This is an optimization exercise on Yosys and OpenROAD, whose aim is small area, not a production implementation.
At most, simulation tests tie the RTL to the original design; equivalence was not proved.
The RTL of runs 1 and 8 was laid out without a check of its function.
Power and IR drop assume default switching activity. The clock port is modelled as an ideal driver; clocking choices that lean on that would not hold on a real chip.

### design/flow/config.mk
export PLATFORM = sky130hd
export DESIGN_NAME = sccb_responder
export DESIGN_NICKNAME = sccb_responder
export VERILOG_FILES = /design/flow/design.v
export SDC_FILE = /design/flow/constraint.sdc
export NUM_CORES = 4
export LEC_CHECK = 0
export CAP_MARGIN = 20
export CORE_MARGIN = 2
export CORE_UTILIZATION = 40
export SLEW_MARGIN = 20
export SYNTH_HIERARCHICAL = 1
### design/flow/constraint.sdc
create_clock -name core_clock -period 10.0 [get_ports {i_clk}]
set_input_delay 2.0000 -clock core_clock [delete_from_list [all_inputs] [get_ports {i_clk}]]
set_output_delay 2.0000 -clock core_clock [all_outputs]
set_load 0.01 [all_outputs]
### design/flow/design.v
`default_nettype none
package sccb_pkg;
  localparam logic [6:0] SCCB_DEV_ID = 7'h21;
  function automatic logic [7:0] sccb_wr_id(input logic [6:0] dev_id);
    sccb_wr_id = {dev_id, 1'b0};
  endfunction
  function automatic logic [7:0] sccb_rd_id(input logic [6:0] dev_id);
    sccb_rd_id = {dev_id, 1'b1};
  endfunction
  localparam logic [7:0] SCCB_WR_ID = sccb_wr_id(SCCB_DEV_ID);
  localparam logic [7:0] SCCB_RD_ID = sccb_rd_id(SCCB_DEV_ID);
  typedef enum logic [3:0] {
    ST_IDLE      = 4'd0,
    ST_ID        = 4'd1,
    ST_ID_ACK    = 4'd2,
    ST_SUB       = 4'd3,
    ST_SUB_ACK   = 4'd4,
    ST_WDATA     = 4'd5,
    ST_WDATA_ACK = 4'd6,
    ST_RDATA     = 4'd7,
    ST_RD_NACK   = 4'd8,
    ST_IGNORE    = 4'd9
  } sccb_state_e;
endpackage
`default_nettype wire
`default_nettype none
module sccb_line_filter #(
  parameter int FILT_LEN = 4
) (
  input  logic i_clk,
  input  logic i_rst,
  input  logic i_line,
  output logic o_level,
  output logic o_rise,
  output logic o_fall
);
  localparam int CW = (FILT_LEN > 2) ? $clog2(FILT_LEN) : 1;
  logic [1:0]    sync_q;
  logic [CW-1:0] cnt_q, cnt_d;
  logic          level_q, level_d;
  logic          rise_q, rise_d;
  logic          fall_q, fall_d;
  always_comb begin
    cnt_d   = '0;
    level_d = level_q;
    rise_d  = 1'b0;
    fall_d  = 1'b0;
    if (sync_q[1] != level_q) begin
      if (cnt_q == CW'(FILT_LEN - 1)) begin
        level_d = sync_q[1];
        rise_d  = sync_q[1];
        fall_d  = ~sync_q[1];
      end else begin
        cnt_d = cnt_q + CW'(1);
      end
    end
  end
  always_ff @(posedge i_clk or posedge i_rst) begin
    if (i_rst) begin
      sync_q  <= 2'b11;
      cnt_q   <= '0;
      level_q <= 1'b1;
      rise_q  <= 1'b0;
      fall_q  <= 1'b0;
    end else begin
      sync_q  <= {sync_q[0], i_line};
      cnt_q   <= cnt_d;
      level_q <= level_d;
      rise_q  <= rise_d;
      fall_q  <= fall_d;
    end
  end
  assign o_level = level_q;
  assign o_rise  = rise_q;
  assign o_fall  = fall_q;
endmodule
`default_nettype wire
`default_nettype none
import sccb_pkg::*;
module sccb_responder #(
  parameter logic [6:0] DEV_ID   = SCCB_DEV_ID,
  parameter int         FILT_LEN = 4
) (
  input  logic       i_clk,
  input  logic       i_rst,
  input  logic       i_SCL,
  input  logic       i_SDA,
  output logic       o_SDA_oe,
  output logic       o_wr_valid,
  output logic [7:0] o_wr_addr,
  output logic [7:0] o_wr_data,
  input  logic [7:0] i_dbg_addr,
  output logic [7:0] o_dbg_data,
  output logic       o_busy,
  output logic       o_err
);
  localparam logic [7:0] WR_ID = {DEV_ID, 1'b0};
  localparam logic [7:0] RD_ID = {DEV_ID, 1'b1};
  logic scl_lvl, scl_rise, scl_fall;
  logic sda_lvl, sda_rise, sda_fall;
  sccb_line_filter #(.FILT_LEN(FILT_LEN)) u_scl_filt (
    .i_clk   (i_clk),
    .i_rst   (i_rst),
    .i_line  (i_SCL),
    .o_level (scl_lvl),
    .o_rise  (scl_rise),
    .o_fall  (scl_fall)
  );
  sccb_line_filter #(.FILT_LEN(FILT_LEN)) u_sda_filt (
    .i_clk   (i_clk),
    .i_rst   (i_rst),
    .i_line  (i_SDA),
    .o_level (sda_lvl),
    .o_rise  (sda_rise),
    .o_fall  (sda_fall)
  );
  logic start_evt, stop_evt;
  assign start_evt = sda_fall & scl_lvl;
  assign stop_evt  = sda_rise & scl_lvl;
  sccb_pkg::sccb_state_e state_q, state_d;
  logic [3:0]  bit_cnt_q, bit_cnt_d;
  logic [7:0]  shift_q, shift_d;
  logic [7:0]  sub_q, sub_d;
  logic [7:0]  sub_inc;
  logic        sda_oe_q, sda_oe_d;
  logic        wr_valid_q, wr_valid_d;
  logic        wr_seen_q;
  logic        busy_q, busy_d;
  logic        err_q, err_d;
  logic        wr_en;
  logic [7:0]  dbg_data_q, dbg_data_d;
  logic        rd_mode_q, rd_mode_d;
  logic [5:0]    ph_q;
  logic [2047:0] ring_q;
  logic [31:0]   top_w, ins_w;
  logic [7:0]    pend_addr_q, pend_data_q;
  logic [7:0]    pf_q;
  logic [7:0]    pf_addr;
  logic          pf_hit;
  assign top_w = ring_q[2047:2016];
  always_comb begin
    ins_w = top_w;
    if (pend_addr_q[7:2] == ~ph_q) begin
      case (pend_addr_q[1:0])
        2'd0: ins_w[7:0]   = pend_data_q;
        2'd1: ins_w[15:8]  = pend_data_q;
        2'd2: ins_w[23:16] = pend_data_q;
        default: ins_w[31:24] = pend_data_q;
      endcase
    end
  end
  assign pf_addr = (state_q == ST_RDATA || state_q == ST_RD_NACK) ? sub_inc : sub_q;
  assign pf_hit  = (pf_addr[7:2] == ~ph_q);
  logic [5:0] dbg_pos;
  logic [7:0] dbg_ring;
  assign dbg_pos = i_dbg_addr[7:2] + ph_q;
  logic [7:0]  rsel;
  logic [7:0]  sel_lo_n;
  logic [31:0] sel_hi_n;
  assign rsel = {dbg_pos, i_dbg_addr[1:0]};
  always_comb begin
    for (int i = 0; i < 8; i++)  sel_lo_n[i] = (rsel[2:0] != 3'(i));
    for (int i = 0; i < 32; i++) sel_hi_n[i] = (rsel[7:3] != 5'(i));
  end
  for (genvar b = 0; b < 8; b++) begin : g_rd_bit
    logic [31:0] grp;
    logic [15:0] pair_n;
    logic [3:0]  quad;
    for (genvar j = 0; j < 32; j++) begin : g_grp
      logic [3:0] t_n;
      for (genvar k = 0; k < 4; k++) begin : g_t
        sccb_oai22 u_t (
          .i_a1 (ring_q[(j*8+2*k)*8+b]),   .i_a2 (sel_lo_n[2*k]),
          .i_b1 (ring_q[(j*8+2*k+1)*8+b]), .i_b2 (sel_lo_n[2*k+1]),
          .o_y  (t_n[k])
        );
      end
      sccb_nor4 u_g (.i_a(t_n[0]), .i_b(t_n[1]), .i_c(t_n[2]), .i_d(t_n[3]), .o_y(grp[j]));
    end
    for (genvar k = 0; k < 16; k++) begin : g_pair
      sccb_oai22 u_p (
        .i_a1 (grp[2*k]),   .i_a2 (sel_hi_n[2*k]),
        .i_b1 (grp[2*k+1]), .i_b2 (sel_hi_n[2*k+1]),
        .o_y  (pair_n[k])
      );
    end
    for (genvar k = 0; k < 4; k++) begin : g_quad
      sccb_nor4 u_q (.i_a(pair_n[4*k]), .i_b(pair_n[4*k+1]), .i_c(pair_n[4*k+2]), .i_d(pair_n[4*k+3]), .o_y(quad[k]));
    end
    assign dbg_ring[b] = &quad;
  end
  assign dbg_data_d = (pend_addr_q == i_dbg_addr) ? pend_data_q : dbg_ring;
  always_ff @(posedge i_clk) begin
    ph_q   <= ph_q + 6'd1;
    ring_q <= {ring_q[2015:0], ins_w};
    if (wr_en) begin
      pend_addr_q <= sub_q;
      pend_data_q <= shift_q;
    end
    if (pf_hit) pf_q <= ins_w[{pf_addr[1:0], 3'b000} +: 8];
    dbg_data_q <= dbg_data_d;
  end
  assign sub_inc = sub_q + 8'd1;
  always_comb begin
    state_d    = state_q;
    bit_cnt_d  = bit_cnt_q;
    shift_d    = shift_q;
    sub_d      = sub_q;
    sda_oe_d   = sda_oe_q;
    wr_valid_d = 1'b0;
    busy_d     = busy_q;
    err_d      = err_q;
    wr_en      = 1'b0;
    rd_mode_d  = rd_mode_q;
    if (start_evt) begin
      if (state_q == ST_WDATA && bit_cnt_q != 4'd0) err_d = 1'b1;
      state_d   = ST_ID;
      bit_cnt_d = 4'd0;
      sda_oe_d  = 1'b0;
      busy_d    = 1'b1;
    end else if (stop_evt) begin
      state_d   = ST_IDLE;
      bit_cnt_d = 4'd0;
      sda_oe_d  = 1'b0;
      busy_d    = 1'b0;
    end else begin
      case (state_q)
        ST_ID, ST_SUB, ST_WDATA: begin
          if (scl_rise) begin
            shift_d   = {shift_q[6:0], sda_lvl};
            bit_cnt_d = bit_cnt_q + 4'd1;
          end else if (scl_fall && bit_cnt_q == 4'd8) begin
            bit_cnt_d = 4'd0;
            sda_oe_d  = 1'b1;
            if (state_q == ST_ID) begin
              if (shift_q == WR_ID) begin
                state_d = ST_ID_ACK;
                rd_mode_d = 1'b0;
              end else if (shift_q == RD_ID) begin
                state_d   = ST_ID_ACK;
                rd_mode_d = 1'b1;
              end else begin
                state_d  = ST_IGNORE;
                sda_oe_d = 1'b0;
              end
            end else if (state_q == ST_SUB) begin
              sub_d   = shift_q;
              state_d = ST_SUB_ACK;
            end else begin
              state_d = ST_WDATA_ACK;
            end
          end
        end
        ST_ID_ACK: begin
          if (scl_fall) begin
            bit_cnt_d = 4'd0;
            if (rd_mode_q) begin
              state_d  = ST_RDATA;
              shift_d  = pf_q;
              sda_oe_d = ~pf_q[7];
            end else begin
              state_d  = ST_SUB;
              sda_oe_d = 1'b0;
            end
          end
        end
        ST_SUB_ACK: begin
          if (scl_fall) begin
            state_d   = ST_WDATA;
            bit_cnt_d = 4'd0;
            sda_oe_d  = 1'b0;
          end
        end
        ST_WDATA_ACK: begin
          if (scl_fall) begin
            wr_en      = 1'b1;
            wr_valid_d = 1'b1;
            sub_d      = sub_inc;
            state_d    = ST_WDATA;
            bit_cnt_d  = 4'd0;
            sda_oe_d   = 1'b0;
          end
        end
        ST_RDATA: begin
          if (scl_rise) begin
            bit_cnt_d = bit_cnt_q + 4'd1;
          end else if (scl_fall) begin
            if (bit_cnt_q == 4'd8) begin
              state_d   = ST_RD_NACK;
              bit_cnt_d = 4'd0;
              sda_oe_d  = 1'b0;
            end else begin
              shift_d  = {shift_q[6:0], 1'b0};
              sda_oe_d = ~shift_q[6];
            end
          end
        end
        ST_RD_NACK: begin
          if (scl_rise) begin
            shift_d = {shift_q[6:0], sda_lvl};
          end else if (scl_fall) begin
            bit_cnt_d = 4'd0;
            if (shift_q[0]) begin
              state_d = ST_IGNORE;
            end else begin
              state_d  = ST_RDATA;
              sub_d    = sub_inc;
              shift_d  = pf_q;
              sda_oe_d = ~pf_q[7];
            end
          end
        end
        default: ;
      endcase
    end
  end
  always_ff @(posedge i_clk or posedge i_rst) begin
    if (i_rst) begin
      state_q    <= ST_IDLE;
      bit_cnt_q  <= 4'd0;
      shift_q    <= 8'h00;
      sub_q      <= 8'h00;
      sda_oe_q   <= 1'b0;
      wr_valid_q <= 1'b0;
      wr_seen_q  <= 1'b0;
      busy_q     <= 1'b0;
      err_q      <= 1'b0;
      rd_mode_q  <= 1'b0;
    end else begin
      state_q    <= state_d;
      bit_cnt_q  <= bit_cnt_d;
      shift_q    <= shift_d;
      sub_q      <= sub_d;
      sda_oe_q   <= sda_oe_d;
      wr_valid_q <= wr_valid_d;
      if (wr_en) wr_seen_q <= 1'b1;
      busy_q     <= busy_d;
      err_q      <= err_d;
      rd_mode_q  <= rd_mode_d;
    end
  end
  assign o_SDA_oe   = sda_oe_q;
  assign o_wr_valid = wr_valid_q;
  assign o_wr_addr  = wr_seen_q ? pend_addr_q : 8'h00;
  assign o_wr_data  = wr_seen_q ? pend_data_q : 8'h00;
  assign o_dbg_data = dbg_data_q;
  assign o_busy     = busy_q;
  assign o_err      = err_q;
endmodule
`default_nettype wire
`default_nettype none
module sccb_oai22 (
  input  logic i_a1,
  input  logic i_a2,
  input  logic i_b1,
  input  logic i_b2,
  output logic o_y
);
  assign o_y = ~((i_a1 | i_a2) & (i_b1 | i_b2));
endmodule
module sccb_nor4 (
  input  logic i_a,
  input  logic i_b,
  input  logic i_c,
  input  logic i_d,
  output logic o_y
);
  assign o_y = ~(i_a | i_b | i_c | i_d);
endmodule
`default_nettype wire
### design/flow/flow/run.sh
#!/bin/bash
# Standard synthesis, then every combinational cell downsized to the
# smallest of its family, then the standard layout with a clock tree built
# without dummy loads and with small port buffers.
set -euo pipefail
RES="$PWD/orfs/results/${FLOW_PLATFORM}/sccb_responder/base"

bash standard.sh synth > synth.log 2>&1

RESULTS_DIR="$RES" openroad -no_init -exit flow/downsize.tcl > downsize.log 2>&1

export CTS_ARGS="-sink_clustering_enable -repair_clock_nets -dont_use_dummy_load -buf_list sky130_fd_sc_hd__clkbuf_8 -sink_clustering_size 18 -sink_clustering_max_diameter 45"
export BUFFER_PORTS_ARGS="-buffer_cell sky130_fd_sc_hd__buf_1"
bash standard.sh finish > layout.log 2>&1
### design/flow/flow/downsize.tcl
# Swap every combinational cell of the synthesized netlist for the smallest
# cell of its family (same function and pins, lowest drive strength).
# Registers keep their cells. Later repair steps size up what timing,
# slew or capacitance need.
set results $::env(RESULTS_DIR)
read_db $results/1_synth.odb

# The platform's don't-use cells (lpflow_*, probe_*) have an extra "_" in
# their names, so the family pattern below never matches them.
set dont_use {}
if { [info exists ::env(DONT_USE_CELLS)] } { set dont_use [split $::env(DONT_USE_CELLS)] }
set db [ord::get_db]
set block [ord::get_db_block]

set fam_best [dict create]
foreach lib [$db getLibs] {
  foreach m [$lib getMasters] {
    set n [$m getName]
    if { [lsearch -exact $dont_use $n] >= 0 } { continue }
    if { ![regexp {^(sky130_fd_sc_hd__[a-z0-9]+)_([0-9]+)$} $n -> fam drive] } { continue }
    set a [expr { [$m getWidth] * [$m getHeight] }]
    if { ![dict exists $fam_best $fam] || $a < [lindex [dict get $fam_best $fam] 1] } {
      dict set fam_best $fam [list $m $a]
    }
  }
}

set swapped 0
set saved 0
foreach inst [$block getInsts] {
  set m [$inst getMaster]
  set n [$m getName]
  if { ![regexp {^(sky130_fd_sc_hd__[a-z0-9]+)_([0-9]+)$} $n -> fam drive] } { continue }
  # leave flip-flops, latches and clock cells alone
  if { [regexp {__(df|edf|sdf|dl|sdl|clk|conb|tap|fill|decap)} $n] } { continue }
  if { ![dict exists $fam_best $fam] } { continue }
  lassign [dict get $fam_best $fam] best a
  set cur [expr { [$m getWidth] * [$m getHeight] }]
  if { $a < $cur } {
    if { [$inst swapMaster $best] } {
      incr swapped
      set saved [expr { $saved + $cur - $a }]
    }
  }
}
puts "downsize: swapped $swapped cells, saved [expr { $saved / 1.0e6 }] um^2"
write_db $results/1_synth.odb
### design/flow/standard.sh
#!/bin/bash
# synth_recipe.tcl (not shown) runs the flow's synth.tcl, then flattens the netlist and writes it again
# the make line also repeats each setting of config.mk as NAME=value (left out here)
make -C /OpenROAD-flow-scripts/flow DESIGN_CONFIG=/design/flow/config.mk WORK_HOME=/design/flow/orfs CLKGATE_MAP_FILE= SYNTH_SCRIPT=/design/flow/synth_recipe.tcl "${@:-finish}"
==> impl_metrics.json, run 1 <==
{
  "worstSetupStartpointType": "input port",
  "grtUsageTotal": 0.194,
  "vdd_drop_max_v": 0.000134,
  "grt_use_met1": 0.273,
  "yosys_warnings": 8,
  "fin_nets": 4317,
  "finalSetupViolations": 0,
  "post_drt_wl_per_cell_um": 22.9,
  "use_met3": 0.0308,
  "grtUsageMet2": 0.304,
  "maxSlewHeadroom": 0.185,
  "drtIter0Drc": 2687,
  "vias": 34400,
  "powerDensity_mw_per_mm2": 226,
  "drive_gt1_frac": 0.0529,
  "finClkSkew_ns": 0.0989,
  "netlist_area_sq_mm": 0.0553,
  "drc": 0,
  "io_pins": 40,
  "maxCapViolCount": 0,
  "power.total_mw": 13.6,
  "numCtsBuffers": 158,
  "cts.reportedPaths.clkPinSlew_ns": 0.08,
  "clkSinkCount": 2130,
  "hold_viol": 0,
  "die_area_sq_mm": 0.141,
  "grt-ovfl-total": 0,
  "postSynthNetCount": 4107,
  "outcome": "no timing/DRC/antenna violations",
  "cts.repair.resized": 0,
  "start_util": 0.403,
  "arrival_ns": 6.62,
  "clk_latency_ns": 0.92,
  "final_max_slew_viol_count": 0,
  "grt_setup_unrepaired": "false",
  "die_h_um": 376,
  "endpoint_kind": "flip-flop",
  "htree_levels": 4,
  "nFillCells": 12400,
  "syn_inst": 4083,
  "crit_type": "in2reg",
  "p_leak_nw": 23.6,
  "grt_pass1_vias": 35100,
  "hold_buffers": 0,
  "fin_crit_ns": 5.93,
  "crit_fanout": 63,
  "gp_routability_congestion": 0.814,
  "grt_antenna_before_repair": 1,
  "hold_class": "reg2reg",
  "hpwl_um": 80100,
  "postRouteAntennaNets": 0,
  "top_usage_layer": "met2",
  "worst_pin_slew_ns": 1.21,
  "core_region_area_sq_mm": 0.137,
  "avgViaCountPerCell": 5.66,
  "cp.required_ns": 10.69,
  "wl_um": 139000,
  "fin_setup_tns_ns": 0,
  "syn_area_per_cell_sq_um": 13.5,
  "area_delta_synth_final_pct": 9.02,
  "rows": 136,
  "grt_pass1_wl_um": 214000,
  "io_buffers": 39,
  "timing.fmax_mhz": 169,
  "chipWidth_um": 376,
  "cts-root-buf": "clkbuf_8",
  "post_cts_buffers": 0,
  "cts_tree": "built",
  "drtPass1Iterations": 5,
  "clock_path_buffers": 3,
  "grt_start_max_net_pins": 138,
  "min_period_over_period": 0.593
}
[final cells by class]
type / instances / area, sq um / share of cell area
Sequential cell: 2130 / 43100 / 0.715
Multi-Input combinational cell: 1874 / 12000 / 0.199
Tap cell: 1794 / 2240 / 0.0372
Clock buffer: 158 / 2170 / 0.0361
Timing Repair Buffer: 76 / 584 / 0.00969
Inverter: 53 / 199 / 0.00330
Antenna cell: 1 / 2.50 / 0.0000415
[metrics by stage]
step | worst slack, ns | hold WS (ns) | instance area, sq um | utilization | std cells
2_1_floorplan | 1.60 | 0.332 | 55300 | - | 4083
3_3_place_gp | 3.26 | 0.333 | 58100 | 0.423 | 5925
3_5_place_dp | 3.31 | 0.337 | 58100 | 0.423 | 5927
4_1_cts | 4.22 | 0.273 | 60300 | 0.439 | 6085
5_1_grt | 4.03 | 0.272 | 60300 | 0.439 | 6086
6_report | 4.07 | 0.273 | 60300 | 0.439 | 6086
[where the power goes]
part	switching (mW)	internal, mW
clock	2.46	1.41
combinational	0.586	0.408
sequential	0.136	8.59
[final timing paths]
check	start	cells past startpoint	slack [ns]	to
max	i_dbg_addr[2]	10	4.07	dbg_data_q[5]
min	ring_q[1963]	0	0.27	ring_q[1995]
max reg2reg	ph_q[0]	9	4.88	dbg_data_q[5]
min reg2reg	ring_q[1963]	0	0.27	ring_q[1995]
max in group asynchronous	i_rst	3	8.40	sub_q[3]
min in group asynchronous	i_rst	2	1.07	u_scl_filt.cnt_q[1]
[worst max-delay path: stages]
cell,delay [ns]
buf_1,0.13
ha_1,0.48
nand2_4,0.46
buf_4,0.81
o22ai_1,0.20
nor4_1,0.39
o22ai_1,0.18
nor4_1,1.05
nand4_1,0.41
mux2i_1,0.42
[cell usage in the layout (no fill, tap or decap), types with 19 or more instances in the layout]
master    instances
nor4_1          286
xnor2_1          19
mux2i_1          36
buf_1            39
nand2_1          64
dfxtp_1        2062
buf_4            23
o22ai_1        1160
a21oi_1          36
inv_1            52
and2_1           19
o21ai_0          19
nand3_1          20
edfxtp_1         24
nor2_1           43
dfrtp_1          38
clkbuf_8        158
[registers in the layout, indices dropped and copies added, names as in the netlist, 2 cells and up]
| name | count |
|---|---|
| bit_cnt_q | 4 |
| u_scl_filt.sync_q | 2 |
| pend_addr_q | 8 |
| shift_q | 8 |
| ph_q | 6 |
| pend_data_q | 8 |
| u_scl_filt.cnt_q | 2 |
| dbg_data_q | 8 |
| state_q | 4 |
| sub_q | 8 |
| ring_q | 2048 |
| pf_q | 8 |
| u_sda_filt.sync_q | 2 |
| u_sda_filt.cnt_q | 2 |
[metal layers]
metal,vias to the layer above,wire length (um)
li1,16100,-
met1,17200,65500
met2,940,62700
met3,215,7370
met4,0,3650
met5,-,0
==> run 2: changes to the inputs <==
--- a/design/flow/design.v
+++ b/design/flow/design.v
@@ -34,7 +34,7 @@
   output logic o_rise,
   output logic o_fall
 );
-  localparam int CW = (FILT_LEN > 2) ? $clog2(FILT_LEN) : 1;
+  localparam int CW = (FILT_LEN <= 2) ? 1 : (FILT_LEN <= 4) ? 2 : (FILT_LEN <= 8) ? 3 : 4;
   logic [1:0]    sync_q;
   logic [CW-1:0] cnt_q, cnt_d;
   logic          level_q, level_d;
==> run 2 against run 1 <==
Via count unchanged. Count of clock-buffer cells in the layout unchanged. Synthesized area stayed put. Clock power hardly changed. Cell count unchanged. Worst setup slack is the same. Wire length unchanged. Clock skew unchanged. Power unchanged. Largest cell class unchanged. Largest power group unchanged.
==> impl_metrics.json, run 2 <==
{
  "outcome": "no timing/DRC/antenna violations",
  "multiInputGateArea_sq_mm": 0.0120,
  "rows": 136,
  "crit_type": "in2reg",
  "clock_path_buffers": 3,
  "mostFrequentLayoutCell": "dfxtp_1",
  "io_pins": 40,
  "fin_nets": 4317,
  "nFillCells": 12400,
  "htree_levels": 4,
  "cts.reportedPaths.clkPinSlew_ns": 0.08,
  "powerDensity_mw_per_mm2": 226,
  "r2r-end": "dbg_data_q[5]",
  "io_buffers": 39,
  "power.total_mw": 13.6,
  "rrSetupSlack_ns": 4.88,
  "crit_fanout": 63,
  "p_leak_nw": 23.6,
  "wl_um": 139000,
  "crit-reg2reg-launch": "ph_q[0]",
  "die_area_sq_mm": 0.141,
  "netlist_area_sq_mm": 0.0553,
  "postRouteAntennaNets": 0,
  "grt_pass1_vias": 35100,
  "hold_class": "reg2reg",
  "postSynthNetCount": 4107,
  "fin_setup_tns_ns": 0,
  "drtIter0Drc": 2687,
  "maxCapViolCount": 0,
  "grt_setup_unrepaired": "false",
  "avgViaCountPerCell": 5.66,
  "grt-ovfl-total": 0,
  "min_period_over_period": 0.593,
  "finalSetupViolations": 0,
  "clkSinkCount": 2130,
  "timing.fmax_mhz": 169,
  "drtPass1Iterations": 5,
  "drc": 0,
  "drive_gt1_frac": 0.0529,
  "gp_routability_congestion": 0.814,
  "placed_area_sq_mm": 0.0581,
  "final-seq-area_sq_mm": 0.0431,
  "die_h_um": 376,
  "holdCritStartpoint": "ring_q[1963]",
  "cts-root-buf": "clkbuf_8",
  "final_max_slew_viol_count": 0,
  "hold_viol": 0,
  "grt_antenna_before_repair": 1,
  "path_cells": "buf_1, ha_1, nand2_4, buf_4, o22ai_1, nor4_1, o22ai_1, nor4_1, nand4_1, mux2i_1",
  "yosys_warnings": 8,
  "fin_area_sq_mm": 0.0603,
  "cp.required_ns": 10.69,
  "regMostFlops": "ring_q",
  "layout_common_cells": "dfxtp_1, o22ai_1, nor4_1",
  "arrival_ns": 6.62,
  "chipWidth_um": 376,
  "fin_crit_ns": 5.93,
  "finClkSkew_ns": 0.0989,
  "vias": 34400,
  "numCtsBuffers": 158,
  "cts_tree": "built",
  "post_drt_wl_per_cell_um": 22.9,
  "r2r_cells": 9,
  "endpoint_kind": "flip-flop",
  "hold_ws_ns": 0.273,
  "min_delay_path_depth": 0,
  "vdd_drop_max_v": 0.000134,
  "hold_buffers": 0,
  "syn_inst": 4083,
  "grt_start_max_net_pins": 138,
  "largest_reg_flops": 2048,
  "slowest_delay_ns": 1.05,
  "worst_pin_slew_ns": 1.21,
  "core_region_area_sq_mm": 0.137,
  "worstSetupStartpointType": "input port",
  "cts.repair.resized": 0,
  "maxSlewHeadroom": 0.185,
  "hpwl_um": 80100,
  "area_delta_synth_final_pct": 9.02,
  "clk_latency_ns": 0.92,
  "min_to": "ring_q[1995]",
  "grtUsageTotal": 0.194,
  "grt_pass1_wl_um": 214000,
  "cp_slowest_cell": "nor4_1",
  "post_cts_buffers": 0,
  "start_util": 0.403,
  "syn_area_per_cell_sq_um": 13.5
}
[run 2: cell counts in the layout (fill, tap and decap cells not counted)]
Identical to the previous run, type by type.
[run 2: through the flow]
| step | std cells | setup slack, ns | util |
|---|---|---|---|
| 2_1_floorplan | 4083 | 1.60 | - |
| 3_3_place_gp | 5925 | 3.26 | 0.423 |
| 3_5_place_dp | 5927 | 3.31 | 0.423 |
| 4_1_cts | 6085 | 4.22 | 0.439 |
| 5_1_grt | 6086 | 4.03 | 0.439 |
| 6_report | 6086 | 4.07 | 0.439 |
[run 2: worst max path at each step]
stage,start,endpoint,slack [ns],cells past startpoint
after floorplan,i_dbg_addr[2],dbg_data_q[0],1.60,8
after global placement,i_dbg_addr[2],dbg_data_q[5],3.26,10
after detailed placement,i_dbg_addr[2],dbg_data_q[5],3.31,10
after CTS,i_dbg_addr[2],dbg_data_q[5],4.22,10
after global routing,i_dbg_addr[0],dbg_data_q[5],4.03,10
final,i_dbg_addr[2],dbg_data_q[5],4.07,10
[run 2: area by class of cell]
class                   instances  share of cell area
flip-flops and latches       2130               0.715
multi-input cells            1874               0.199
well taps                    1794              0.0372
clock buffers                 158              0.0361
repair buffers                 76             0.00969
inverters                      53             0.00330
diodes                          1           0.0000415
[run 2: worst max-delay path: cells and delay by family]
family                     cells  cell delay, ns
and+or+nand+nor                4            2.31
muxes                          1            0.42
adders and majority gates      1            0.48
AOI/OAI and AO/OA              2            0.38
buffers and inverters          2            0.94
[run 2: report_power, final]
| part | internal, mW | switching, mW |
|---|---|---|
| clock network | 1.41 | 2.46 |
| registers | 8.59 | 0.136 |
| logic | 0.408 | 0.586 |
[run 2: routing by layer]
metal | part of all wire | wire (um) | global-route usage
met4 | 0.026 | 3650 | 0.0630
met2 | 0.45 | 62700 | 0.304
met3 | 0.053 | 7370 | 0.0308
met5 | 0 | 0 | 0
met1 | 0.47 | 65500 | 0.273
==> run 3: changes to the inputs <==
--- a/design/flow/config.mk
+++ b/design/flow/config.mk
@@ -7,6 +7,7 @@
 export LEC_CHECK = 0
 export CAP_MARGIN = 20
 export CORE_MARGIN = 2
-export CORE_UTILIZATION = 40
+export CORE_UTILIZATION = 65
+export PLACE_DENSITY = 0.72
 export SLEW_MARGIN = 20
 export SYNTH_HIERARCHICAL = 1
==> run 3 against run 2 <==
Global-route usage rose by 10 points. Wire length fell by 6.8%. Still clean. Synthesized area did not move. Sequential cell count did not move.
==> impl_metrics.json, run 3 <==
{
  "outcome": "no timing/DRC/antenna violations",
  "multiInputGateArea_sq_mm": 0.0120,
  "grtUsageMet2": 0.477,
  "vias": 34600,
  "final_max_slew_viol_count": 0,
  "mostFrequentLayoutCell": "dfxtp_1",
  "syn_area_per_cell_sq_um": 13.5,
  "core_region_area_sq_mm": 0.0840,
  "grt_use_met1": 0.401,
  "yosys_warnings": 8,
  "regMostFlops": "ring_q",
  "syn_inst": 4083,
  "hold_class": "reg2reg",
  "cts.reportedPaths.clkPinSlew_ns": 0.10,
  "crit_fanout": 49,
  "clkSinkCount": 2130,
  "hold_buffers": 0,
  "use_met3": 0.0588,
  "worst_pin_slew_ns": 1.33,
  "gp_routability_congestion": 0.865,
  "clock_path_buffers": 3,
  "postRouteAntennaNets": 0,
  "avgViaCountPerCell": 6.38,
  "grt-ovfl-total": 0,
  "endpoint_kind": "flip-flop",
  "layout_common_cells": "dfxtp_1, o22ai_1, nor4_1",
  "rows": 106,
  "cts.repair.resized": 0,
  "seqPwrFrac": 0.648,
  "arrival_ns": 6.29,
  "drtIter0Drc": 2666,
  "fin_nets": 4320,
  "grtUsageTotal": 0.297,
  "wl_um": 130000,
  "htree_levels": 4,
  "p_sw_mw": 3.09,
  "worstSetupStartpointType": "input port",
  "grt_antenna_before_repair": 4,
  "p_leak_nw": 23.6,
  "nFillCells": 5836,
  "grt_start_max_net_pins": 121,
  "vdd_drop_max_v": 0.000175,
  "numCtsBuffers": 153,
  "drtPass1Iterations": 5,
  "io_buffers": 39,
  "hpwl_um": 78100,
  "crit_type": "in2reg",
  "io_pins": 40,
  "largest_reg_flops": 2048,
  "maxSlewHeadroom": 0.105,
  "fin_crit_ns": 5.52,
  "timing.fmax_mhz": 181,
  "chipWidth_um": 296,
  "grt_setup_unrepaired": "false",
  "hold_viol": 0,
  "fin_setup_tns_ns": 0,
  "drc": 0,
  "die_h_um": 296,
  "finalNonFillerCells": 5432,
  "post_drt_wl_per_cell_um": 23.9,
  "maxCapViolCount": 0,
  "cp.required_ns": 10.77,
  "powerDensity_mw_per_mm2": 226,
  "post_cts_buffers": 0,
  "swShare": 0.229,
  "start_util": 0.659,
  "rrSetupSlack_ns": 5.31,
  "clk_latency_ns": 0.86,
  "grt_pass1_wl_um": 200000,
  "finClkSkew_ns": 0.0928,
  "top_usage_layer": "met2",
  "netlist_area_sq_mm": 0.0553,
  "internal-power_mw": 10.4,
  "cts_tree": "built",
  "drive_gt1_frac": 0.0531,
  "cts-root-buf": "clkbuf_8",
  "finalSetupViolations": 0,
  "hold_ws_ns": 0.291,
  "area_delta_synth_final_pct": 7.48,
  "clkPwrFrac": 0.280,
  "pwr-share-comb": 0.071,
  "final-seq-area_sq_mm": 0.0431,
  "postSynthNetCount": 4107,
  "dp_cells": 5274,
  "min_period_over_period": 0.552,
  "die_area_sq_mm": 0.0874,
  "grt_pass1_vias": 35200
}
[run 3: worst max-delay path, cell delays in order]
cell	delay, ns
buf_1	0.11
ha_1	0.52
or3_4	0.66
buf_4	0.46
buf_4	0.60
o22ai_1	0.19
nor4_1	0.36
o22ai_1	0.18
nor4_1	0.78
nand4_1	0.17
mux2i_1	0.20
[run 3: final cells by class]
class                      count  share of cell area
antenna                        4            0.000168
clock buffer                 153              0.0354
multi-input combinational   1874               0.201
timing repair buffer          84              0.0106
sequential                  2130               0.725
tap                         1134              0.0239
inverter                      53             0.00335
[run 3: power groups by stage]
stage | Clock (mW) | Sequential (mW) | Combinational [mW]
5_1_grt | 4.14 | 8.74 | 1.04
6_report | 3.77 | 8.73 | 0.957
2_1_floorplan | 0 | 8.84 | 0.768
4_1_cts | 3.83 | 8.72 | 0.945
3_3_place_gp | 0 | 8.92 | 0.928
3_5_place_dp | 0 | 8.92 | 0.939
[run 3: final timing paths]
check | from | endpoint | cells after the start
min in group asynchronous | i_rst | u_scl_filt.cnt_q[1] | 2
max | i_dbg_addr[2] | dbg_data_q[5] | 11
min reg2reg | ring_q[516] | ring_q[548] | 0
min | ring_q[516] | ring_q[548] | 0
max reg2reg | ph_q[0] | dbg_data_q[0] | 10
max in group asynchronous | i_rst | wr_seen_q | 3
[run 3: layer usage]
metal,routed length (um),vias to the layer above
met5,41,-
met4,4070,6
met3,8720,273
met2,60100,1197
met1,56800,17100
li1,-,16100
[run 3: per-stage QoR]
step	setup slack (ns)	cell area [sq um]	util	total power [mW]
after floorplan	1.60	55300	-	9.61
after global placement	3.65	57300	0.682	9.85
after detailed placement	3.67	57300	0.683	9.86
after CTS	4.54	59400	0.708	13.5
after global routing	4.43	59400	0.708	13.9
final	4.48	59400	0.708	13.5
==> run 4: changes to the inputs <==
--- a/design/flow/flow/run.sh
+++ b/design/flow/flow/run.sh
@@ -9,6 +9,6 @@
 
 RESULTS_DIR="$RES" openroad -no_init -exit flow/downsize.tcl > downsize.log 2>&1
 
-export CTS_ARGS="-sink_clustering_enable -repair_clock_nets -dont_use_dummy_load -buf_list sky130_fd_sc_hd__clkbuf_8 -sink_clustering_size 18 -sink_clustering_max_diameter 45"
+export CTS_ARGS="-sink_clustering_enable -repair_clock_nets -dont_use_dummy_load -buf_list sky130_fd_sc_hd__clkbuf_4 -sink_clustering_size 8 -sink_clustering_max_diameter 30"
 export BUFFER_PORTS_ARGS="-buffer_cell sky130_fd_sc_hd__buf_1"
 bash standard.sh finish > layout.log 2>&1
--- a/design/flow/config.mk
+++ b/design/flow/config.mk
@@ -7,7 +7,6 @@
 export LEC_CHECK = 0
 export CAP_MARGIN = 20
 export CORE_MARGIN = 2
-export CORE_UTILIZATION = 65
-export PLACE_DENSITY = 0.72
+export CORE_UTILIZATION = 40
 export SLEW_MARGIN = 20
 export SYNTH_HIERARCHICAL = 1
==> run 4 against run 3 <==
Count of clock-buffer cells in the layout rose by 199. Critical path depth fell by 1. Clock skew rose by 0.031 ns. Critical endpoint unchanged. Largest cell class unchanged.
==> impl_metrics.json, run 4 <==
{
  "postRouteAntennaNets": 0,
  "nFillCells": 12500,
  "grt_setup_unrepaired": "false",
  "finClkSkew_ns": 0.124,
  "drtIter0Drc": 2586,
  "start_util": 0.403,
  "fin_setup_tns_ns": 0,
  "hold_viol": 0,
  "grt_start_max_net_pins": 138,
  "cts_tree": "built",
  "layout_common_cells": "dfxtp_1, o22ai_1, clkbuf_4",
  "outcome": "no timing/DRC/antenna violations",
  "area_delta_synth_final_pct": 9.92,
  "drtPass1Iterations": 6,
  "syn_area_per_cell_sq_um": 13.5,
  "die_h_um": 376,
  "regMostFlops": "ring_q",
  "mostFrequentLayoutCell": "dfxtp_1",
  "cts.repair.resized": 0,
  "cp.required_ns": 11.13,
  "grt_pass1_vias": 37000,
  "netlist_area_sq_mm": 0.0553,
  "io_buffers": 39,
  "endpoint_kind": "flip-flop",
  "drive_gt1_frac": 0.0941,
  "final_max_slew_viol_count": 0,
  "grt-ovfl-total": 0,
  "clkSinkCount": 2130,
  "crit_fanout": 63,
  "final_core_util": 0.443,
  "gp_routability_congestion": 0.814,
  "worst_pin_slew_ns": 1.18,
  "postSynthNetCount": 4107,
  "min_period_over_period": 0.543,
  "die_area_sq_mm": 0.141,
  "io_pins": 40,
  "fin_crit_ns": 5.43,
  "p_leak_nw": 24.1,
  "hold_class": "reg2reg",
  "arrival_ns": 6.56,
  "cts.reportedPaths.clkPinSlew_ns": 0.08,
  "maxCapViolCount": 0,
  "yosys_warnings": 8,
  "grt_antenna_before_repair": 3,
  "rows": 136,
  "vias": 35500,
  "avgViaCountPerCell": 5.64,
  "hold_ws_ns": 0.257,
  "crit_type": "in2reg",
  "grtUsageTotal": 0.197,
  "chipWidth_um": 376,
  "syn_inst": 4083,
  "wl_um": 141000,
  "vdd_drop_max_v": 0.000127,
  "powerDensity_mw_per_mm2": 229,
  "timing.fmax_mhz": 184,
  "core_region_area_sq_mm": 0.137,
  "post_cts_buffers": 0,
  "largest_reg_flops": 2048,
  "numCtsBuffers": 352,
  "clock_path_buffers": 4,
  "maxSlewHeadroom": 0.209,
  "worstSetupStartpointType": "input port",
  "htree_levels": 5,
  "power.total_mw": 13.9,
  "cts-root-buf": "clkbuf_4",
  "fin_nets": 4511,
  "post_drt_wl_per_cell_um": 22.4,
  "finalSetupViolations": 0,
  "drc": 0,
  "hpwl_um": 80100,
  "grt_pass1_wl_um": 217000,
  "clk_latency_ns": 1.28,
  "hold_buffers": 0
}
[run 4: critical path: stages]
cell and delay, ns:
buf_1 0.13, ha_1 0.47, nand2_4 0.46, buf_4 0.80, o22ai_1 0.20, nor4_1 0.38
o22ai_1 0.17, nor4_1 1.02, nand4_1 0.43, mux2i_1 0.41
[run 4: per-stage QoR]
step,setup WS (ns),cell area (sq um),cells
global route,4.53,60800,6288
detailed placement,3.31,58100,5927
CTS,4.69,60700,6279
floorplan,1.60,55300,4083
global placement,3.26,58100,5925
finish,4.57,60800,6289
[run 4: area by class of cell]
cell class / instances / area [sq um] / share of cell area
diodes: 10 / 25.0 / 0.000412
multi-input cells: 1874 / 12000 / 0.197
well taps: 1794 / 2240 / 0.0369
inverters: 53 / 199 / 0.00327
flip-flops and latches: 2130 / 43100 / 0.709
repair buffers: 76 / 584 / 0.00961
clock buffers: 352 / 2640 / 0.0435
[run 4: power breakdown]
part           internal, mW  switching, mW  total [mW]
sequential             8.59          0.135        8.72
combinational         0.409          0.587       0.996
clock                  1.62           2.60        4.22
total                  10.6           3.33        13.9
[run 4: path summary, 6_finish.rpt]
check,start,endpoint,slack (ns),cells after the start
worst min-delay path,ring_q[705],ring_q[737],0.26,0
worst min register to register,ring_q[705],ring_q[737],0.26,0
max in group asynchronous,i_rst,state_q[1],8.76,3
min in group asynchronous,i_rst,u_sda_filt.cnt_q[0],0.67,2
worst max register to register,ph_q[0],dbg_data_q[5],4.99,9
worst max-delay path,i_dbg_addr[2],dbg_data_q[5],4.57,10
[run 4: layer usage]
metal / up-vias / wire length [um] / GRT usage / share of wire
met5: - / 13 / 0 / 0.000092
li1: 16600 / - / - / -
met2: 1123 / 64300 / 0.309 / 0.46
met4: 2 / 3190 / 0.0717 / 0.023
met3: 217 / 7870 / 0.0377 / 0.056
met1: 17500 / 65600 / 0.270 / 0.47
==> run 5: changes to the inputs <==
--- a/design/flow/flow/run.sh
+++ b/design/flow/flow/run.sh
@@ -9,6 +9,6 @@
 
 RESULTS_DIR="$RES" openroad -no_init -exit flow/downsize.tcl > downsize.log 2>&1
 
-export CTS_ARGS="-sink_clustering_enable -repair_clock_nets -dont_use_dummy_load -buf_list sky130_fd_sc_hd__clkbuf_4 -sink_clustering_size 8 -sink_clustering_max_diameter 30"
+export CTS_ARGS="-sink_clustering_enable -repair_clock_nets -dont_use_dummy_load -buf_list sky130_fd_sc_hd__clkbuf_16 -sink_clustering_size 30 -sink_clustering_max_diameter 60"
 export BUFFER_PORTS_ARGS="-buffer_cell sky130_fd_sc_hd__buf_1"
 bash standard.sh finish > layout.log 2>&1
==> run 5 against run 4 <==
Fmax is 11% lower. Critical endpoint unchanged. Core utilization hardly changed. Still clean on timing, DRC and antenna. Sequential cell count stayed put. Synthesized cell count stayed put. First-iteration DRC count is 11% higher. Power is 1.2% higher. Register-to-register slack worse by 0.11 ns. Critical path depth stayed put. Non-clock buffer count stayed put.
==> impl_metrics.json, run 5 <==
{
  "grt_setup_unrepaired": "false",
  "timing.final.ws_setup_ns": 3.89,
  "post_cts_buffers": 0,
  "min_period_over_period": 0.611,
  "arrival_ns": 6.66,
  "hold_buffers": 0,
  "fin_nets": 4267,
  "endpoint_kind": "flip-flop",
  "cts-root-buf": "clkbuf_16",
  "grt-ovfl-total": 0,
  "largest_reg_flops": 2048,
  "postRouteAntennaNets": 0,
  "finClkSkew_ns": 0.0784,
  "drt-met1-wl_um": 64600,
  "p_leak_nw": 23.8,
  "clock_path_buffers": 3,
  "core_region_area_sq_mm": 0.137,
  "finalNonFillerCells": 6037,
  "gp_routability_congestion": 0.814,
  "maxSlewHeadroom": 0.143,
  "clkSinkCount": 2130,
  "wl_um": 139000,
  "die_h_um": 376,
  "crit_type": "in2reg",
  "clk_latency_ns": 0.74,
  "final_core_util": 0.443,
  "hold_viol": 0,
  "drive_gt1_frac": 0.0420,
  "postSynthNetCount": 4107,
  "met3WireLength_um": 7670,
  "area_delta_synth_final_pct": 9.99,
  "layout_common_cells": "dfxtp_1, o22ai_1, nor4_1",
  "regMostFlops": "ring_q",
  "htree_levels": 3,
  "syn_area_per_cell_sq_um": 13.5,
  "final_max_slew_viol_count": 0,
  "mostFrequentLayoutCell": "dfxtp_1",
  "yosys_warnings": 8,
  "vdd_drop_max_v": 0.000122,
  "worstSetupStartpointType": "input port",
  "timing.fmax_mhz": 164,
  "wl_met2_um": 62500,
  "rows": 136,
  "worst_pin_slew_ns": 1.27,
  "cp.required_ns": 10.55,
  "cts_tree": "built",
  "drc": 0,
  "die_area_sq_mm": 0.141,
  "dp_cells": 5927,
  "fin_crit_ns": 6.11,
  "hpwl_um": 80100,
  "vias": 34200,
  "grt_antenna_before_repair": 1,
  "grt_start_max_net_pins": 138,
  "drtIter0Drc": 2869,
  "hold_class": "reg2reg",
  "cts.reportedPaths.clkPinSlew_ns": 0.08,
  "io_pins": 40,
  "outcome": "no timing/DRC/antenna violations",
  "chipWidth_um": 376,
  "grt_pass1_wl_um": 211000,
  "post_drt_wl_per_cell_um": 23.0,
  "numCtsBuffers": 108,
  "syn_inst": 4083,
  "route.top_layer_used": "met4",
  "drtPass1Iterations": 5,
  "grt_pass1_vias": 34700,
  "avgViaCountPerCell": 5.66,
  "powerDensity_mw_per_mm2": 232,
  "finalSetupViolations": 0,
  "io_buffers": 39,
  "fin_setup_tns_ns": 0,
  "start_util": 0.403,
  "grtUsageTotal": 0.191,
  "crit_fanout": 63,
  "maxCapViolCount": 0,
  "preCtsSetupSlack_ns": 3.31,
  "netlist_area_sq_mm": 0.0553,
  "cts.repair.resized": 0
}
==> run 5: cell types whose count changed in the layout (fill, tap and decap cells not counted) <==
| cell | change |
|---|---|
| diode_2 | -8 |
| clkbuf_4 | -352 |
| clkbuf_16 | +108 |
==> run 5: power breakdown <==
| part | switching (mW) | total [mW] | internal, mW |
|---|---|---|---|
| Combinational | 0.588 | 0.996 | 0.408 |
| Clock | 2.47 | 4.39 | 1.92 |
| Sequential | 0.136 | 8.72 | 8.59 |
==> run 5: per-layer routing <==
metal  vias up  GRT usage
met4         0     0.0565
met3       190     0.0330
li1      16000          -
met2       930      0.303
met5         -          0
met1     17100      0.268
==> run 5: critical path, cell delays in order <==
cell	delay [ns]
buf_1	0.13
ha_1	0.48
nand2_4	0.45
buf_4	0.82
o22ai_1	0.20
nor4_1	0.43
o22ai_1	0.18
nor4_1	1.04
nand4_1	0.44
mux2i_1	0.41
==> run 5: final timing paths <==
| check | startpoint | cells after the start | slack, ns | end |
|---|---|---|---|---|
| worst max-delay path | i_dbg_addr[2] | 10 | 3.89 | dbg_data_q[5] |
| worst max register to register | ph_q[0] | 9 | 4.88 | dbg_data_q[5] |
| max in group asynchronous | i_rst | 3 | 8.25 | wr_valid_q |
| min in group asynchronous | i_rst | 2 | 1.25 | u_sda_filt.cnt_q[0] |
| worst min-delay path | ring_q[583] | 0 | 0.28 | ring_q[615] |
| worst min register to register | ring_q[583] | 0 | 0.28 | ring_q[615] |
==> run 5: through the flow <==
| step | hold slack (ns) | instance area (sq um) | total power [mW] |
|---|---|---|---|
| after floorplan | 0.332 | 55300 | 9.61 |
| after global placement | 0.333 | 58100 | 9.89 |
| after detailed placement | 0.337 | 58100 | 9.90 |
| after CTS | 0.282 | 60800 | 14.2 |
| after global routing | 0.275 | 60800 | 14.6 |
| final | 0.282 | 60800 | 14.1 |
==> run 5: layout make-up <==
| class | instances | area (sq um) |
|---|---|---|
| flip-flops and latches | 2130 | 43100 |
| fillers | 12300 | 76500 |
| diodes | 2 | 5.00 |
| well taps | 1794 | 2240 |
| multi-input cells | 1874 | 12000 |
| repair buffers | 76 | 584 |
| inverters | 53 | 199 |
| clock buffers | 108 | 2700 |
==> run 6: changes to the inputs <==
--- a/design/flow/flow/run.sh
+++ b/design/flow/flow/run.sh
@@ -9,6 +9,6 @@
 
 RESULTS_DIR="$RES" openroad -no_init -exit flow/downsize.tcl > downsize.log 2>&1
 
-export CTS_ARGS="-sink_clustering_enable -repair_clock_nets -dont_use_dummy_load -buf_list sky130_fd_sc_hd__clkbuf_16 -sink_clustering_size 30 -sink_clustering_max_diameter 60"
+export CTS_ARGS="-sink_clustering_enable -repair_clock_nets -dont_use_dummy_load -buf_list sky130_fd_sc_hd__clkbuf_4 -sink_clustering_buffer sky130_fd_sc_hd__clkbuf_16 -sink_clustering_size 35 -sink_clustering_max_diameter 70"
 export BUFFER_PORTS_ARGS="-buffer_cell sky130_fd_sc_hd__buf_1"
 bash standard.sh finish > layout.log 2>&1
==> run 6 against run 5 <==
Clock power decreased by 16%. Fmax increased by 6.2%. Combinational power about the same. Count of clock-buffer cells in the layout decreased by 27. Worst setup slack improved by 0.36 ns. Largest cell class unchanged.
==> impl_metrics.json, run 6 <==
{
  "postSynthNetCount": 4107,
  "nFillCells": 12400,
  "fin_setup_tns_ns": 0,
  "clkSinkCount": 2130,
  "wl_um": 138000,
  "grt_antenna_before_repair": 3,
  "maxCapViolCount": 0,
  "cts.repair.resized": 0,
  "numCtsBuffers": 81,
  "outcome": "no timing/DRC/antenna violations",
  "start_util": 0.403,
  "vias": 34000,
  "hold_viol": 0,
  "final_max_slew_viol_count": 0,
  "core_region_area_sq_mm": 0.137,
  "cp.required_ns": 10.93,
  "hold_class": "reg2reg",
  "grt_start_max_net_pins": 138,
  "htree_levels": 3,
  "final_core_util": 0.437,
  "crit_type": "in2reg",
  "hold_ws_ns": 0.223,
  "min_period_over_period": 0.576,
  "drtPass1Iterations": 7,
  "timing.fmax_mhz": 174,
  "post_cts_buffers": 0,
  "grt_pass1_vias": 34500,
  "cts-root-buf": "clkbuf_4",
  "cts_tree": "built",
  "finalSetupViolations": 0,
  "drtIter0Drc": 2873,
  "cts.reportedPaths.clkPinSlew_ns": 0.12,
  "slowest_delay_ns": 1.06,
  "yosys_warnings": 8,
  "largest_reg_flops": 2048,
  "crit-reg2reg-launch": "ph_q[0]",
  "hpwl_um": 80100,
  "p_leak_nw": 23.4,
  "crit_start": "i_dbg_addr[2]",
  "rows": 136,
  "post_drt_wl_per_cell_um": 22.9,
  "area_delta_synth_final_pct": 8.49,
  "syn_area_per_cell_sq_um": 13.5,
  "io_pins": 40,
  "worst_pin_slew_ns": 1.23,
  "arrival_ns": 6.68,
  "avgViaCountPerCell": 5.66,
  "die_area_sq_mm": 0.141,
  "clk_latency_ns": 1.19,
  "holdCritStartpoint": "ring_q[1410]",
  "worstSetupStartpointType": "input port",
  "postRouteAntennaNets": 0,
  "power.total_mw": 13.4,
  "netlist_area_sq_mm": 0.0553,
  "grt-ovfl-total": 0,
  "die_h_um": 376,
  "finClkSkew_ns": 0.155,
  "grt_setup_unrepaired": "false",
  "hold_buffers": 0,
  "mostFrequentLayoutCell": "dfxtp_1",
  "vdd_drop_max_v": 0.000151,
  "layout_common_cells": "dfxtp_1, o22ai_1, nor4_1",
  "fin_nets": 4240,
  "path_cells": "buf_1, ha_1, nand2_4, buf_4, o22ai_1, nor4_1, o22ai_1, nor4_1, nand4_1, mux2i_1",
  "regMostFlops": "ring_q",
  "drc": 0,
  "maxSlewHeadroom": 0.172,
  "drive_gt1_frac": 0.0356,
  "endpoint_kind": "flip-flop",
  "cp_slowest_cell": "nor4_1",
  "fin_crit_ns": 5.76,
  "powerDensity_mw_per_mm2": 223,
  "crit_fanout": 63,
  "grt_pass1_wl_um": 211000,
  "gp_routability_congestion": 0.814,
  "clock_path_buffers": 3,
  "grtUsageTotal": 0.191,
  "io_buffers": 39,
  "syn_inst": 4083,
  "chipWidth_um": 376
}
run 6: cell type report:
cell class | count | area, sq um | share of cell area
Antenna cell | 5 | 12.5 | 0.000209
Timing Repair Buffer | 76 | 584 | 0.00974
Tap cell | 1794 | 2240 | 0.0374
Sequential cell | 2130 | 43100 | 0.719
Multi-Input combinational cell | 1874 | 12000 | 0.199
Inverter | 53 | 199 | 0.00332
Clock buffer | 81 | 1870 | 0.0312
run 6: per-stage QoR:
step	instance area, sq um	cells	setup WS, ns
floorplan	55300	4083	1.60
global placement	58100	5925	3.26
detailed placement	58100	5927	3.31
CTS	60000	6008	4.45
global route	60000	6013	4.30
finish	60000	6013	4.24
run 6: worst paths after layout:
check | slack, ns | cells after the start | end
max | 4.24 | 10 | dbg_data_q[5]
min | 0.22 | 0 | ring_q[1442]
max reg2reg | 4.78 | 9 | dbg_data_q[5]
min reg2reg | 0.22 | 0 | ring_q[1442]
max in group asynchronous | 8.62 | 3 | wr_valid_q
min in group asynchronous | 0.88 | 2 | u_scl_filt.fall_q
run 6: routing by layer:
metal	track usage	vias up	wire length (um)
met4	0.0470	2	3330
li1	-	16000	-
met1	0.273	17000	65300
met5	0	-	13
met3	0.0249	169	6830
met2	0.305	878	62400
run 6: critical path: cells and delay by family:
family	cells	cell delay, ns
fa+ha+maj	1	0.48
mux	1	0.43
compound gates	2	0.37
simple gates	4	2.35
buf+inv	2	0.94
run 6: report_power, final:
group	leakage (nW)	internal [mW]	switching, mW	total (mW)
sequential	17.5	8.59	0.135	8.73
clock	0.929	1.31	2.36	3.68
combinational	5.01	0.408	0.587	0.995
total	23.4	10.3	3.08	13.4
==> run 7: changes to the inputs <==
--- a/design/flow/flow/run.sh
+++ b/design/flow/flow/run.sh
@@ -9,6 +9,6 @@
 
 RESULTS_DIR="$RES" openroad -no_init -exit flow/downsize.tcl > downsize.log 2>&1
 
-export CTS_ARGS="-sink_clustering_enable -repair_clock_nets -dont_use_dummy_load -buf_list sky130_fd_sc_hd__clkbuf_4 -sink_clustering_buffer sky130_fd_sc_hd__clkbuf_16 -sink_clustering_size 35 -sink_clustering_max_diameter 70"
+export CTS_ARGS="-sink_clustering_enable -repair_clock_nets -dont_use_dummy_load -buf_list sky130_fd_sc_hd__clkbuf_8 -sink_clustering_buffer sky130_fd_sc_hd__clkbuf_16 -sink_clustering_size 30 -sink_clustering_max_diameter 80"
 export BUFFER_PORTS_ARGS="-buffer_cell sky130_fd_sc_hd__buf_1"
 bash standard.sh finish > layout.log 2>&1
==> run 7 against run 6 <==
Still clean on timing, DRC and antenna. Worst setup slack got worse by 0.18 ns. Wire length decreased by 0.13%. Combinational power about the same. Clock skew shrank 0.048 ns. Largest cell class unchanged. Highest routed layer is now met4.
==> impl_metrics.json, run 7 <==
{
  "finClkSkew_ns": 0.107,
  "htree_levels": 3,
  "final_max_slew_viol_count": 0,
  "crit-reg2reg-launch": "ph_q[0]",
  "critPathTopFamily": "simple AND/OR/NAND/NOR gates",
  "drtPass1Iterations": 5,
  "die_h_um": 376,
  "regMostFlops": "ring_q",
  "netlist_area_sq_mm": 0.0553,
  "rrSetupSlack_ns": 4.91,
  "crit_buf_inv": 2,
  "fin_nets": 4242,
  "hold_viol": 0,
  "outcome": "no timing/DRC/antenna violations",
  "min_period_over_period": 0.594,
  "endpoint": "dbg_data_q[5]",
  "seqPwrFrac": 0.646,
  "slowest_delay_ns": 0.90,
  "p_leak_nw": 23.5,
  "drc": 0,
  "maxSlewHeadroom": 0.150,
  "final-seq-area_sq_mm": 0.0431,
  "syn_area_per_cell_sq_um": 13.5,
  "final_core_util": 0.438,
  "clkPwrFrac": 0.280,
  "cts-root-buf": "clkbuf_8",
  "grt_antenna_before_repair": 2,
  "cts.repair.resized": 0,
  "crit_cells": 10,
  "hold_class": "reg2reg",
  "multiInputGateArea_sq_mm": 0.0120,
  "yosys_warnings": 8,
  "largest_reg_flops": 2048,
  "rows": 136,
  "crit_type": "in2reg",
  "fin_setup_tns_ns": 0,
  "r2r-end": "dbg_data_q[5]",
  "swShare": 0.230,
  "mostFrequentLayoutCell": "dfxtp_1",
  "finalSetupViolations": 0,
  "worstSetupStartpointType": "input port",
  "clk_latency_ns": 0.87,
  "cts_tree": "built",
  "post_drt_wl_per_cell_um": 22.9,
  "clkSinkCount": 2130,
  "post_cts_buffers": 0,
  "gp_routability_congestion": 0.814,
  "grt_pass1_vias": 34300,
  "grt_setup_unrepaired": "false",
  "start_util": 0.403,
  "pwr-share-comb": 0.074,
  "area_delta_synth_final_pct": 8.67,
  "vdd_drop_max_v": 0.000133,
  "hold_buffers": 0,
  "grt-ovfl-total": 0,
  "nFillCells": 12300,
  "numCtsBuffers": 83,
  "grt_pass1_wl_um": 211000,
  "powerDensity_mw_per_mm2": 225,
  "vias": 34200,
  "layout_common_cells": "dfxtp_1, o22ai_1, nor4_1",
  "path_cells": "buf_1, nor2_1, nand2_4, buf_4, o22ai_1, nor4_1, o22ai_1, nor4_1, nand4_1, mux2i_1",
  "crit_start": "i_dbg_addr[0]",
  "postRouteAntennaNets": 0,
  "clock_path_buffers": 3,
  "grt_start_max_net_pins": 138,
  "fin_crit_ns": 5.94,
  "io_pins": 40,
  "postSynthNetCount": 4107,
  "drtIter0Drc": 2717,
  "wl_um": 138000,
  "cts.reportedPaths.clkPinSlew_ns": 0.11,
  "drive_gt1_frac": 0.0361,
  "cp_slowest_cell": "nor4_1",
  "cp.required_ns": 10.64,
  "arrival_ns": 6.58,
  "crit_fanout": 63,
  "p_sw_mw": 3.10,
  "r2r_cells": 9,
  "avgViaCountPerCell": 5.68,
  "io_buffers": 39,
  "grtUsageTotal": 0.190,
  "hpwl_um": 80100,
  "maxCapViolCount": 0,
  "timing.fmax_mhz": 168,
  "endpoint_kind": "flip-flop",
  "worst_pin_slew_ns": 1.26,
  "hold_ws_ns": 0.252,
  "syn_inst": 4083,
  "core_region_area_sq_mm": 0.137,
  "die_area_sq_mm": 0.141,
  "internal-power_mw": 10.4,
  "chipWidth_um": 376
}
run 7: power by group through the flow:
stage	Combinational (mW)	Sequential, mW	Clock (mW)
after floorplan	0.768	8.84	0
after detailed placement	0.984	8.92	0
after CTS	0.989	8.72	3.85
final	0.994	8.73	3.78
after global placement	0.975	8.92	0
after global routing	1.09	8.74	4.15
run 7: how the worst min path moves through the flow:
stage,start,endpoint,slack (ns),depth (start not counted)
floorplan,ring_q[968],ring_q[1000],0.33,0
finish,ring_q[1964],ring_q[1996],0.25,0
global route,ring_q[1964],ring_q[1996],0.26,0
CTS,ring_q[1964],ring_q[1996],0.25,0
global placement,ring_q[1144],ring_q[1176],0.33,0
detailed placement,ring_q[376],ring_q[408],0.34,0
run 7: area by class of cell:
class	count	area share
diodes	3	0.000125
clock buffers	83	0.0329
inverters	53	0.00331
multi-input cells	1874	0.199
flip-flops and latches	2130	0.717
well taps	1794	0.0374
repair buffers	76	0.00972
run 7: routing by layer:
metal / global-route usage / vias up / wire, um
li1: - / 15900 / -
met1: 0.273 / 17200 / 65300
met2: 0.303 / 900 / 62600
met3: 0.0260 / 160 / 6600
met4: 0.0459 / 0 / 3140
met5: 0 / - / 0
run 7: per-stage QoR:
step | power, mW | std cells | setup slack [ns] | cell area (sq um)
after floorplan | 9.61 | 4083 | 1.60 | 55300
after global placement | 9.89 | 5925 | 3.26 | 58100
after detailed placement | 9.90 | 5927 | 3.31 | 58100
after CTS | 13.6 | 6010 | 4.15 | 60100
after global routing | 14.0 | 6013 | 4.01 | 60100
final | 13.5 | 6013 | 4.06 | 60100
==> run 8: changes to the inputs <==
--- a/design/flow/design.v
+++ b/design/flow/design.v
@@ -125,7 +125,6 @@
   logic        sda_oe_q, sda_oe_d;
   logic        wr_valid_q, wr_valid_d;
   logic        wr_seen_q;
-  logic        busy_q, busy_d;
   logic        err_q, err_d;
   logic        wr_en;
   logic [7:0]  dbg_data_q, dbg_data_d;
@@ -208,7 +207,6 @@
     sub_d      = sub_q;
     sda_oe_d   = sda_oe_q;
     wr_valid_d = 1'b0;
-    busy_d     = busy_q;
     err_d      = err_q;
     wr_en      = 1'b0;
     rd_mode_d  = rd_mode_q;
@@ -217,12 +215,10 @@
       state_d   = ST_ID;
       bit_cnt_d = 4'd0;
       sda_oe_d  = 1'b0;
-      busy_d    = 1'b1;
     end else if (stop_evt) begin
       state_d   = ST_IDLE;
       bit_cnt_d = 4'd0;
       sda_oe_d  = 1'b0;
-      busy_d    = 1'b0;
     end else begin
       case (state_q)
         ST_ID, ST_SUB, ST_WDATA: begin
@@ -318,33 +314,30 @@
     if (i_rst) begin
       state_q    <= ST_IDLE;
       bit_cnt_q  <= 4'd0;
-      shift_q    <= 8'h00;
       sub_q      <= 8'h00;
       sda_oe_q   <= 1'b0;
       wr_valid_q <= 1'b0;
       wr_seen_q  <= 1'b0;
-      busy_q     <= 1'b0;
       err_q      <= 1'b0;
       rd_mode_q  <= 1'b0;
     end else begin
       state_q    <= state_d;
       bit_cnt_q  <= bit_cnt_d;
-      shift_q    <= shift_d;
       sub_q      <= sub_d;
       sda_oe_q   <= sda_oe_d;
       wr_valid_q <= wr_valid_d;
       if (wr_en) wr_seen_q <= 1'b1;
-      busy_q     <= busy_d;
       err_q      <= err_d;
       rd_mode_q  <= rd_mode_d;
     end
   end
+  always_ff @(posedge i_clk) shift_q <= shift_d;
   assign o_SDA_oe   = sda_oe_q;
   assign o_wr_valid = wr_valid_q;
   assign o_wr_addr  = wr_seen_q ? pend_addr_q : 8'h00;
   assign o_wr_data  = wr_seen_q ? pend_data_q : 8'h00;
   assign o_dbg_data = dbg_data_q;
-  assign o_busy     = busy_q;
+  assign o_busy     = (state_q != ST_IDLE);
   assign o_err      = err_q;
 endmodule
 `default_nettype wire
==> run 8 against run 7 <==
Worst setup slack got worse by 0.052 ns. Largest power group unchanged. Wire length rose by 2.7%. Count of clock-buffer cells in the layout increased by 1. Clock skew is 0.0059 ns higher. Synthesized area up 0.48%. Non-clock buffer count stayed put.
==> impl_metrics.json, run 8 <==
{
  "hold_viol": 0,
  "clkSinkCount": 2129,
  "htree_levels": 3,
  "core_region_area_sq_mm": 0.138,
  "largest_reg_flops": 2048,
  "wl_um": 141000,
  "powerDensity_mw_per_mm2": 227,
  "regMostFlops": "ring_q",
  "min_period_over_period": 0.599,
  "internal-power_mw": 10.5,
  "clkPwrFrac": 0.278,
  "cts_tree": "built",
  "rows": 136,
  "clock_path_buffers": 3,
  "post_drt_wl_per_cell_um": 23.5,
  "fin_crit_ns": 5.99,
  "seqPwrFrac": 0.638,
  "postRouteAntennaNets": 0,
  "drtIter0Drc": 3039,
  "die_area_sq_mm": 0.142,
  "clk_latency_ns": 0.86,
  "drive_gt1_frac": 0.0382,
  "pwr-share-comb": 0.084,
  "gp_routability_congestion": 0.830,
  "rrSetupSlack_ns": 4.91,
  "netlist_area_sq_mm": 0.0556,
  "grt-ovfl-total": 0,
  "holdCritStartpoint": "ring_q[948]",
  "numCtsBuffers": 84,
  "io_buffers": 39,
  "grt_pass1_vias": 33800,
  "mostFrequentLayoutCell": "dfxtp_1",
  "swShare": 0.234,
  "p_sw_mw": 3.22,
  "placed_area_sq_mm": 0.0584,
  "hold_buffers": 0,
  "cp.required_ns": 10.73,
  "maxSlewHeadroom": 0.171,
  "endpoint_kind": "flip-flop",
  "vias": 34500,
  "avgViaCountPerCell": 5.75,
  "grtUsageTotal": 0.193,
  "crit_start": "i_dbg_addr[2]",
  "vdd_drop_max_v": 0.000128,
  "grt_antenna_before_repair": 5,
  "chipWidth_um": 377,
  "grt_start_max_net_pins": 152,
  "syn_area_per_cell_sq_um": 13.6,
  "hpwl_um": 84000,
  "cts.reportedPaths.clkPinSlew_ns": 0.11,
  "fin_setup_tns_ns": 0,
  "syn_inst": 4090,
  "crit-reg2reg-launch": "ph_q[0]",
  "postSynthNetCount": 4114,
  "outcome": "no timing/DRC/antenna violations",
  "fin_nets": 4238,
  "grt_pass1_wl_um": 214000,
  "yosys_warnings": 8,
  "area_delta_synth_final_pct": 8.68,
  "finalSetupViolations": 0,
  "fin_area_sq_mm": 0.0604,
  "die_h_um": 377,
  "finClkSkew_ns": 0.113,
  "cts-root-buf": "clkbuf_8",
  "worstSetupStartpointType": "input port",
  "cts.repair.resized": 0,
  "final_max_slew_viol_count": 0,
  "arrival_ns": 6.72,
  "post_cts_buffers": 0,
  "hold_class": "reg2reg",
  "grt_setup_unrepaired": "false",
  "timing.fmax_mhz": 167,
  "maxCapViolCount": 0,
  "crit_fanout": 82,
  "drtPass1Iterations": 5,
  "p_leak_nw": 23.4,
  "worst_pin_slew_ns": 1.23,
  "io_pins": 40,
  "crit_type": "in2reg",
  "layout_common_cells": "dfxtp_1, o22ai_1, nor4_1",
  "drc": 0,
  "start_util": 0.404
}
run 8: final cells by class:
| type | instances | area, sq um |
|---|---|---|
| timing repair buffer | 76 | 599 |
| multi-input combinational | 1900 | 12300 |
| sequential | 2129 | 43100 |
| clock buffer | 84 | 2000 |
| tap | 1794 | 2240 |
| fill | 12500 | 77300 |
| inverter | 23 | 86.3 |
| antenna | 1 | 2.50 |
run 8: metal layers:
metal / share of wire / routed length (um) / vias up / track usage
li1: - / - / 16100 / -
met1: 0.47 / 66100 / 17200 / 0.280
met2: 0.45 / 63500 / 1030 / 0.301
met3: 0.054 / 7630 / 214 / 0.0259
met4: 0.030 / 4210 / 2 / 0.0574
met5: 0.000092 / 13 / - / 0
run 8: per-stage QoR:
stage	std cells	worst slack (ns)	utilization	total power [mW]	hold WS, ns
floorplan	4090	1.60	-	9.73	0.332
global placement	5922	3.21	0.423	10.1	0.333
detailed placement	5922	3.36	0.424	10.1	0.337
CTS	6006	4.21	0.439	13.8	0.268
global route	6007	3.99	0.439	14.2	0.261
finish	6007	4.01	0.439	13.7	0.268
run 8: worst paths after layout:
check                                    end  cells after the start
max                            dbg_data_q[4]                     11
min                              ring_q[980]                      0
max reg2reg                    dbg_data_q[4]                      9
min reg2reg                      ring_q[980]                      0
max in group asynchronous         state_q[2]                      2
min in group asynchronous  u_sda_filt.fall_q                      2
run 8: power by group through the flow:
stage          clock network [mW]  logic [mW]  registers [mW]
6_report                     3.81        1.16            8.75
5_1_grt                      4.18        1.25            8.76
4_1_cts                      3.88        1.15            8.75
3_3_place_gp                    0        1.14            8.94
2_1_floorplan                   0       0.881            8.85
3_5_place_dp                    0        1.14            8.94
run 8: worst max-delay path: stages:
cell and delay [ns]:
buf_1 0.13, ha_1 0.54, nor2_1 0.13, nand2_4 0.69
buf_12 0.46, o22ai_1 0.17, nor4_1 0.83, o22ai_1 0.20
nor4_1 1.08, nand4_1 0.18, mux2i_1 0.17

==> static timing again, ports no longer ideal <==
How much do the figures lean on ideal ports? The routed layouts below were timed once more, with nothing changed but the port constraints. Step 1 assumes that a clkbuf_16 drives the clock port and a buf_2 every other input. Step 2, shift: input delay + t, output delay - t, t = (earliest + latest rising clock arrival at the registers) / 2. This alone moves slack from input paths to output paths. Slacks: ideal ports / drivers / drivers and shift; pairs: ideal ports / drivers.
| run | t, ns | setup slack, ns | worst hold slack (ns) | worst setup path after step 2 | latest minus earliest clock arrival (ns) |
|---|---|---|---|---|---|
| run 1 | 0.924 | 4.071 / 4.126 / 3.202 | 0.273 / 0.273 / 0.273 | input to register | 0.134 / 0.133 |
| run 2 | 0.924 | 4.071 / 4.126 / 3.202 | 0.273 / 0.273 / 0.273 | input to register | 0.134 / 0.133 |
| run 3 | 0.881 | 4.480 / 4.522 / 3.642 | 0.291 / 0.291 / 0.291 | input to register | 0.100 / 0.099 |
| run 4 | 1.289 | 4.567 / 4.621 / 3.332 | 0.257 / 0.257 / 0.257 | input to register | 0.126 / 0.126 |
| run 5 | 0.778 | 3.887 / 3.949 / 3.170 | 0.282 / 0.282 / 0.282 | input to register | 0.097 / 0.097 |
| run 6 | 1.172 | 4.244 / 4.293 / 3.121 | 0.223 / 0.223 / 0.223 | input to register | 0.172 / 0.172 |
| run 7 | 0.888 | 4.061 / 4.111 / 3.223 | 0.252 / 0.252 / 0.252 | input to register | 0.111 / 0.111 |
| run 8 | 0.861 | 4.009 / 4.056 / 3.195 | 0.268 / 0.268 / 0.268 | input to register | 0.140 / 0.140 |
After both steps setup and hold are still met in every run listed. The setup slack of run 4, which loses most, moves by +0.054 ns with the drivers and by -1.235 ns with both steps.
